This is an optimization exercise on Yosys and OpenROAD, whose aim is small area and a short achievable clock period, not a production implementation. Only simulation tests tie the RTL to the original design; equivalence was not proved. Power is estimated from default activity; no workload was simulated.

PW:
## joltage_select_sum
module joltage_select_sum #(
  parameter int MAX_K = 12,
  parameter int VAL_W = 40,
  parameter int SUM_W = 64,
  parameter int CNT_W = 32,
  localparam int KW   = $clog2(MAX_K+1)
)(
  input  logic             clk,
  input  logic             rst_n,
  input  logic [KW-1:0]    k_sel,
  input  logic [3:0]       in_digit,
  input  logic             in_last,
  input  logic             in_valid,
  output logic             in_ready,
  input  logic             sum_clr,
  output logic             line_valid,
  output logic [VAL_W-1:0] line_value,
  output logic             line_short,
  output logic [SUM_W-1:0] sum_out,
  output logic [CNT_W-1:0] lines_done,
  output logic [2:0]       error
);
  logic [MAX_K-1:0][3:0] dig, cand;
  logic [MAX_K-1:1] shf_q, asc_nxt, shf_nxt;
  logic [VAL_W-1:0] val_p, val_g, va_nxt, vb_nxt;
  logic [VAL_W-1:0] val;
  logic [KW-1:0]    cnt, k_r, k_nxt;
  logic             live, fin, rdy, in_line;
  logic             acc, upd, clr, dig_ok, k_ok, short_l, add_ok;
  logic [VAL_W:0]   add_lo;
  logic [SUM_W-1:0] sum_nxt;
  logic             carry;
  logic [CNT_W-1:0] lines_nxt;
  logic [2:0]       err_set;
  assign in_ready = rdy;
  assign acc      = in_valid && in_ready;
  assign dig_ok   = (in_digit <= 4'd9);
  assign upd      = acc && dig_ok;
  assign clr      = fin || !live;
  assign k_ok     = (k_sel != '0) && (k_sel <= KW'(MAX_K));
  assign short_l  = (cnt < k_r);
  assign add_ok   = fin && !short_l;
  assign k_nxt = in_line ? k_r : (k_ok ? k_sel : KW'(MAX_K));
  always_comb begin
    cand[0] = (shf_q[1] || in_digit > dig[0]) ? in_digit : dig[0];
    for (int j = 1; j < MAX_K; j++)
      cand[j] = shf_q[j] ? dig[j-1] : dig[j];
    for (int j = 1; j < MAX_K; j++)
      asc_nxt[j] = (KW'(j) < k_nxt) && (cand[j] < cand[j-1]);
    shf_nxt[MAX_K-1] = asc_nxt[MAX_K-1];
    for (int j = MAX_K-2; j >= 1; j--)
      shf_nxt[j] = shf_nxt[j+1] | asc_nxt[j];
  end
  ...
Size in the first run: roughly 1800 cells after synthesis, roughly 230 flip-flops, ~18000 um^2 of cells after synthesis.
Settings: LEC_CHECK=0, CAP_MARGIN=20, CORE_MARGIN=2, CORE_UTILIZATION=55, SETUP_SLACK_MARGIN=4.7, SLEW_MARGIN=20; clock period 9.0 ns.
standard.sh (not shown) runs the stock make flow with config.mk's settings and CLKGATE_MAP_FILE= SYNTH_SCRIPT=/design/flow/synth_recipe.tcl, a recipe that flattens the netlist after the stock synthesis.
==> flow/flow/run.sh <==
#!/bin/bash
set -euo pipefail
export BUFFER_PORTS_ARGS="-buffer_cell sky130_fd_sc_hd__buf_1"
export CTS_ARGS="-sink_clustering_enable -repair_clock_nets -dont_use_dummy_load"
bash standard.sh finish > standard_flow.log 2>&1
PW went all the way through the flow, and no timing, DRC or antenna check failed.
--- input diff PW..TR ---
- a change of SETUP_SLACK_MARGIN from 4.7 to 4.4
- a change of CORE_UTILIZATION from 55 to 45
Findings:
PW reports its slowest cell on the critical path as sky130_fd_sc_hd__edfxtp_1 while TR reports sky130_fd_sc_hd__or4_4. Total number of vias in TR vs PW: down 452. Looking at the reports, TR completed the entire flow and the layout it produced met the timing, DRC and antenna checks. On slack of the worst reg-to-reg path, the higher figure sits with PW, not TR. Comparing TR against PW, there is no change at all in post-synthesis instance area.


joltage_select_sum, a different RTL version from the one above (not shown whole).
Size in the first run: about 1700 cells after synthesis.
==> flow/config.mk <==
export PLATFORM = sky130hd
export DESIGN_NAME = joltage_select_sum
export DESIGN_NICKNAME = joltage_select_sum
export VERILOG_FILES = /design/flow/design.v
export SDC_FILE = /design/flow/constraint.sdc
export NUM_CORES = 4
export LEC_CHECK = 0
export CAP_MARGIN = 20
export CORE_MARGIN = 2
export CORE_UTILIZATION = 55
export SETUP_SLACK_MARGIN = 4.1
export SLEW_MARGIN = 20
==> flow/constraint.sdc <==
create_clock -name core_clock -period 9.0 [get_ports {clk}]
set_input_delay 1.8000 -clock core_clock [delete_from_list [all_inputs] [get_ports {clk}]]
set_output_delay 1.8000 -clock core_clock [all_outputs]
set_load 0.01 [all_outputs]
==> flow/flow/run.sh <==
#!/bin/bash
set -euo pipefail
export BUFFER_PORTS_ARGS="-buffer_cell sky130_fd_sc_hd__buf_1"
export CTS_ARGS="-sink_clustering_enable -repair_clock_nets -dont_use_dummy_load -sink_clustering_size 32 -sink_clustering_max_diameter 120"
bash standard.sh finish > standard_flow.log 2>&1
==> next run, changes <==
==> flow/flow/run.sh (replaced) <==
#!/bin/bash
set -euo pipefail
export BUFFER_PORTS_ARGS="-buffer_cell sky130_fd_sc_hd__buf_1"
export CTS_ARGS="-sink_clustering_enable -repair_clock_nets -dont_use_dummy_load"
bash standard.sh finish > standard_flow.log 2>&1
Outcome: Sequential share of layout area fell by 0.64 points; sequential power barely changes; setup slack improved by 0.0096 ns; final area came out higher by a few percent; hold slack got worse by 0.0093 ns; power rose by roughly a tenth; utilization rises by 1.3 points.
==> next run, changes <==
- PLACE_DENSITY: not set -> 0.7
- SETUP_SLACK_MARGIN: 4.1 -> 4.4
Outcome:
- register-to-register slack improves by 0.19 ns
- worst hold slack hardly moves
- clock power is lower by about 0.4%
- design area climbs by about 5%
- die area stays the same
- synthesized area stays the same
- wire length goes up by 2.0%
- global-route usage decreases by 0.13 points
==> next run, changes <==
==> flow/flow/run.sh (replaced) <==
#!/bin/bash
set -euo pipefail
export BUFFER_PORTS_ARGS="-buffer_cell sky130_fd_sc_hd__buf_1"
export CTS_ARGS="-sink_clustering_enable -repair_clock_nets -dont_use_dummy_load -sink_clustering_size 24 -sink_clustering_max_diameter 100"
bash standard.sh finish > standard_flow.log 2>&1
- GPL_ROUTABILITY_DRIVEN: not set -> 0
- PLACE_DENSITY: 0.7 -> not set
- SETUP_SLACK_MARGIN: 4.4 -> 4.1
Effect: Final area fell by 7.1%; setup slack got worse by 0.062 ns; wire length fell by 3.8%.

==> re-timing with driven ports <==
The flow's constraints put no driver on any port. The routed layouts listed below were extracted and timed again, unchanged, in two steps.
Step 1, drivers: a clkbuf_16 drives clk and a buf_2 each remaining input, both assumed.
Step 2 also shifts input and output timing later by t, the mid clock arrival at the registers, as if the neighbouring blocks saw the same clock.
a / b / c = ideal ports / drivers / drivers and shift; a / b = the first two.
run	t, ns	setup WS [ns]	hold slack, ns	worst setup path after step 2	slew at the worst register clock pin (ns)
PW	0.597	4.202 / 4.148 / 4.167	0.507 / 0.507 / 0.507	input to register	0.06 / 0.06
TR	0.594	4.292 / 4.239 / 4.077	0.508 / 0.508 / 0.508	input to register	0.06 / 0.06
the first run of note 2	0.528	4.252 / 4.221 / 3.826	0.505 / 0.505 / 0.505	input to register	0.12 / 0.12
the second run of note 2	0.582	4.262 / 4.258 / 3.752	0.496 / 0.496 / 0.496	input to register	0.06 / 0.06
the third run of note 2	0.578	4.232 / 4.180 / 4.047	0.497 / 0.497 / 0.497	input to register	0.06 / 0.06
the fourth run of note 2	0.530	4.170 / 4.170 / 3.789	0.510 / 0.510 / 0.510	input to register	0.10 / 0.10
After both steps every run listed still meets setup and hold. The setup slack of the second run of note 2, which loses most, moves by -0.004 ns with the drivers and by -0.510 ns with both steps.
